Context: an optimization exercise on an open-source flow, tuned for small area, a short achievable clock period and few clock cycles. The choices shown serve that exercise and are no tape-out recipe. RTL that was checked went through simulation tests only; none was proved equivalent to the original. The flow treats the clock pin as an ideal source, which a real chip does not have.

// mvdm_top
module mvdm_top (
    input  logic       clk,
    input  logic       rst_n,
    input  logic       in_valid,
    input  logic       in_valid2,
    input  logic [7:0] in_data,
    output logic       out_valid,
    output logic       out_sad
);
    logic       iv_q;
    logic [7:0] d_q, d_qq;
    logic [8:0] pc;           
    logic [1:0] vc;           
    logic [2:0] x0, x1, y1;
    logic [2:0] cl;
    logic       sh0, sh1;    
    assign cl = (in_data > 8'd6) ? 3'd6 : in_data[2:0];
    always_ff @(posedge clk or negedge rst_n) begin
        if (!rst_n) begin
            iv_q <= 1'b0;
            pc   <= '0;
            vc   <= '0;
            sh0  <= 1'b0;
            sh1  <= 1'b0;
        end else begin
            iv_q <= in_valid;
            if (iv_q) pc <= pc + 9'd1;
            if (in_valid2) vc <= vc + 2'd1;
            sh0 <= iv_q & ~pc[8];
            sh1 <= iv_q &  pc[8];
        end
    end
    always_ff @(posedge clk) begin
        d_q  <= in_data;
        d_qq <= d_q;
        if (in_valid2 && vc == 2'd0) x0 <= cl;
        if (in_valid2 && vc == 2'd2) x1 <= cl;
        if (in_valid2 && vc == 2'd3) y1 <= cl;
    end
    logic [127:0] r0 [16];
    logic [127:0] r1 [16];
    logic         rot0, rot1;
    logic [3:0]   mvg0, mvg1;
    logic [3:0]   phg0 [4];
    logic [3:0]   phg1 [4];
    always_ff @(posedge clk) begin
        for (int s = 0; s < 15; s++) begin
  ...
==> flow/config.mk <==
export PLATFORM = sky130hd
export DESIGN_NAME = mvdm_top
export DESIGN_NICKNAME = mvdm_top
export VERILOG_FILES = /design/flow/design.v
export SDC_FILE = /design/flow/constraint.sdc
export NUM_CORES = 8
export LEC_CHECK = 0
export CAP_MARGIN = 20
export CORE_MARGIN = 2
export CORE_UTILIZATION = 40
export SLEW_MARGIN = 20
==> flow/constraint.sdc <==
create_clock -name core_clock -period 15.0 [get_ports {clk}]
set_input_delay 3.0000 -clock core_clock [delete_from_list [all_inputs] [get_ports {clk}]]
set_output_delay 3.0000 -clock core_clock [all_outputs]
set_load 0.01 [all_outputs]
standard.sh (not shown) runs the stock make flow with config.mk's settings and CLKGATE_MAP_FILE= SYNTH_SCRIPT=/design/flow/synth_recipe.tcl, a recipe that flattens the netlist after the stock synthesis.
==> flow/flow/run.sh <==
#!/bin/bash
# Standard layout (the standard.sh), with two extra steps:
#  - after placement, the buffers on the output ports become buf_2 (the
#    standard flow puts a delay cell, clkdlybuf4s50_1, there);
#  - after clock tree synthesis, one more setup repair pass that works to a
#    setup margin, since the design runs well below the 15 ns period.
# Every tool's output goes to a log file of its own in this folder.
set -euo pipefail
bash standard.sh synth floorplan place > flow_1_synth_place.log 2>&1
openroad -no_init -exit flow/ports.tcl > flow_2_ports.log 2>&1
bash standard.sh cts > flow_3_cts.log 2>&1
openroad -no_init -exit flow/repair.tcl > flow_4_repair.log 2>&1
bash standard.sh > flow_5_route_finish.log 2>&1
==> flow/flow/ports.tcl <==
# output port buffers of the placed design become buf_2, then legalize
set r orfs/results/sky130hd/mvdm_top/base
read_liberty $::env(FLOW_HOME)/platforms/sky130hd/lib/sky130_fd_sc_hd__tt_025C_1v80.lib
read_db $r/3_place.odb
set block [ord::get_db_block]
foreach bterm [$block getBTerms] {
  if {[$bterm getIoType] != "OUTPUT"} { continue }
  foreach iterm [[$bterm getNet] getITerms] {
    if {[$iterm isOutputSignal]} {
      set inst [$iterm getInst]
      puts "port [$bterm getName]: [$inst getName] [[$inst getMaster] getName] -> sky130_fd_sc_hd__buf_2"
      replace_cell [get_cells [$inst getName]] sky130_fd_sc_hd__buf_2
    }
  }
}
detailed_placement
check_placement -verbose
write_db $r/3_place.odb
==> flow/flow/repair.tcl <==
# one more setup repair pass on the clock tree stage result, to a margin
set r orfs/results/sky130hd/mvdm_top/base
read_liberty $::env(FLOW_HOME)/platforms/sky130hd/lib/sky130_fd_sc_hd__tt_025C_1v80.lib
read_db $r/4_cts.odb
read_sdc $r/4_cts.sdc
source $::env(FLOW_HOME)/platforms/sky130hd/setRC.tcl
set_propagated_clock [all_clocks]
set_dont_use {sky130_fd_sc_hd__probe_p_8 sky130_fd_sc_hd__probec_p_8 sky130_fd_sc_hd__lpflow_*}
estimate_parasitics -placement
report_worst_slack
report_design_area
repair_timing -setup -setup_margin 10.7 -repair_tns 100 -verbose
detailed_placement
check_placement -verbose
estimate_parasitics -placement
report_worst_slack
report_worst_slack -min
report_design_area
write_db $r/4_cts.odb
Edit:
- CTS_CLUSTER_DIAMETER: not set -> 60
- CTS_CLUSTER_SIZE: not set -> 26
Area after synthesis does not change.
Synthesized cell count does not change.
Worst hold slack gets better by 0.067 ns.
Via count shrinks by 0.44%.
First-iteration DRC count grows by 0.69%.
Flip-flop and latch count stays the same.
Final cell count shrinks by 1.1%.
No functional check of the RTL was part of any run of this note.

* * *

== willow ==
mvdm_top, a different RTL version from the one above (not shown whole).
Size: about 17000 cells after synthesis, ~4900 flip-flops, ~14 I/O pins, roughly 190000 µm² of cells after synthesis.
make LEC_CHECK=0 CAP_MARGIN=20 CORE_MARGIN=2 CORE_UTILIZATION=40 CTS_CLUSTER_DIAMETER=60 CTS_CLUSTER_SIZE=26 SLEW_MARGIN=20 finish   # period 15.0 ns
run.sh (not shown) runs the stock make flow with config.mk's settings and CLKGATE_MAP_FILE= SYNTH_SCRIPT=/design/flow/synth_recipe.tcl, a recipe that flattens the netlist after the stock synthesis.
Stock flow here: none of the scripts above is used.
willow went all the way through synthesis, placement and routing and the layout is clean on timing, DRC and antenna.
Testbench counts of willow, summed over its fixed seeds: cycles 17,711.
Input changes introduced in indigo (baseline for comparison: willow):
- PLACE_DENSITY newly set to 0.68
- CTS_BUF_LIST newly set to sky130_fd_sc_hd__clkbuf_8 sky130_fd_sc_hd__clkbuf_16
- CTS_CLUSTER_SIZE changed from 26 to 20
- CORE_UTILIZATION changed from 40 to 52
- CTS_CLUSTER_DIAMETER changed from 60 to 50
==> flow/flow/run.sh (new file) <==
#!/bin/bash
# Standard layout (the standard.sh), with two extra steps:
#  - after placement, the buffers on the output ports become buf_2 (the
#    standard flow puts a delay cell, clkdlybuf4s50_1, there);
#  - after clock tree synthesis, one more setup repair pass that works to a
#    setup margin, since the design runs well below the 15 ns period.
# Every tool's output goes to a log file of its own in this folder.
set -euo pipefail
bash standard.sh synth floorplan place > flow_1_synth_place.log 2>&1
openroad -no_init -exit flow/ports.tcl > flow_2_ports.log 2>&1
bash standard.sh cts > flow_3_cts.log 2>&1
openroad -no_init -exit flow/repair.tcl > flow_4_repair.log 2>&1
bash standard.sh > flow_5_route_finish.log 2>&1
==> flow/flow/ports.tcl (new file) <==
# output port buffers of the placed design become buf_2, then legalize
set r orfs/results/sky130hd/mvdm_top/base
read_liberty $::env(FLOW_HOME)/platforms/sky130hd/lib/sky130_fd_sc_hd__tt_025C_1v80.lib
read_db $r/3_place.odb
set block [ord::get_db_block]
foreach bterm [$block getBTerms] {
  if {[$bterm getIoType] != "OUTPUT"} { continue }
  foreach iterm [[$bterm getNet] getITerms] {
    if {[$iterm isOutputSignal]} {
      set inst [$iterm getInst]
      puts "port [$bterm getName]: [$inst getName] [[$inst getMaster] getName] -> sky130_fd_sc_hd__buf_2"
      replace_cell [get_cells [$inst getName]] sky130_fd_sc_hd__buf_2
    }
  }
}
detailed_placement
check_placement -verbose
write_db $r/3_place.odb
==> flow/flow/repair.tcl (new file) <==
# one more setup repair pass on the clock tree stage result, to a margin
set r orfs/results/sky130hd/mvdm_top/base
read_liberty $::env(FLOW_HOME)/platforms/sky130hd/lib/sky130_fd_sc_hd__tt_025C_1v80.lib
read_db $r/4_cts.odb
read_sdc $r/4_cts.sdc
source $::env(FLOW_HOME)/platforms/sky130hd/setRC.tcl
set_propagated_clock [all_clocks]
set_dont_use {sky130_fd_sc_hd__probe_p_8 sky130_fd_sc_hd__probec_p_8 sky130_fd_sc_hd__lpflow_*}
estimate_parasitics -placement
report_worst_slack
report_design_area
repair_timing -setup -setup_margin 10.7 -repair_tns 100 -verbose
detailed_placement
check_placement -verbose
estimate_parasitics -placement
report_worst_slack
report_worst_slack -min
report_design_area
write_db $r/4_cts.odb
==> flow/standard.sh (new file) <==
#!/bin/bash
# synth_recipe.tcl (not shown) runs the flow's synth.tcl, then flattens the netlist and writes it again
# the make line also repeats each setting of config.mk as NAME=value (left out here)
make -C /OpenROAD-flow-scripts/flow DESIGN_CONFIG=/design/flow/config.mk WORK_HOME=/design/flow/orfs CLKGATE_MAP_FILE= SYNTH_SCRIPT=/design/flow/synth_recipe.tcl "${@:-finish}"
removed: flow/run.sh
Taking willow as the reference, in indigo met3 layer wire length in the routed design went up; slew at the pin closest to its max-slew limit went up. Floorplan check, indigo vs willow: die outline smaller in indigo. Total core area down 23% in indigo wrt willow.
Input changes introduced in umber (baseline for comparison: indigo):
- removing CTS_BUF_LIST (formerly sky130_fd_sc_hd__clkbuf_8 sky130_fd_sc_hd__clkbuf_16)
- changing CORE_UTILIZATION from 52 to 40
- changing CTS_CLUSTER_DIAMETER from 50 to 60
- changing CTS_CLUSTER_SIZE from 20 to 26
- removing PLACE_DENSITY (formerly 0.68)
### Flow results
- No run among umber and indigo stopped early or left any final violation; all are clean.
- Taking indigo as the reference, in umber share of cell area taken by flip-flops and latches flat, post-route cell area has remained practically unchanged, area added between synthesis and finish now larger.
- umber -> indigo: count of nets after finishing flat
- Utilization (lower): umber
- Relative to indigo, cell row count has gone up in umber.
- First-pass GRT wire length, umber and indigo, lower one = indigo.
## Diff of input files: violet against umber
- PLACE_DENSITY now 0.68, previously not set
- CORE_UTILIZATION now 52, was 40
==> summary.txt <==
Diff umber and violet: share of the final layout cell area in multi-input gates lower in umber
In violet, antenna cell count is lower than in umber.
Growth of design area from synthesis to finish in violet vs umber: down 1.6 points
violet vs umber — final area dropped slightly
Against umber, routed length per placed instance in violet rose by a few percent.
Looking only at count of clock-buffer cells in the layout, and setting everything else aside, the higher value of umber and violet goes to umber.

-- what the ideal ports hide --
How much do the figures lean on ideal ports? The routed layouts below were timed once more, with nothing changed but the port constraints.
Step 1 (the two cells are an assumption about what drives the block):
set clk [get_ports {clk}]
set_driving_cell -lib_cell sky130_fd_sc_hd__clkbuf_16 $clk
set_driving_cell -lib_cell sky130_fd_sc_hd__buf_2 [delete_from_list [all_inputs] $clk]
Step 2 also shifts input and output timing later by t, the mid clock arrival at the registers, as if the neighbouring blocks saw the same clock.
Slacks: ideal / step 1 / step 2; pairs: ideal / step 1.
run	t (ns)	setup WS [ns]	worst setup path at the end	slew at the worst register clock pin (ns)
the first run of note 1	1.129	10.447 / 10.318 / 9.556	input to register	0.07 / 0.07
the second run of note 1	1.087	10.441 / 10.319 / 9.604	input to register	0.10 / 0.10
willow	1.083	9.715 / 9.715 / 9.097	input to register	0.10 / 0.10
indigo	1.082	10.380 / 10.274 / 9.705	input to register	0.08 / 0.08
umber	1.097	10.509 / 10.399 / 9.600	input to register	0.10 / 0.10
violet	1.067	10.477 / 10.375 / 9.714	input to register	0.10 / 0.10
After both steps every run listed still meets setup and hold. For umber, which loses most, drivers alone change the setup slack by -0.110 ns; drivers and shift together by -0.909 ns.
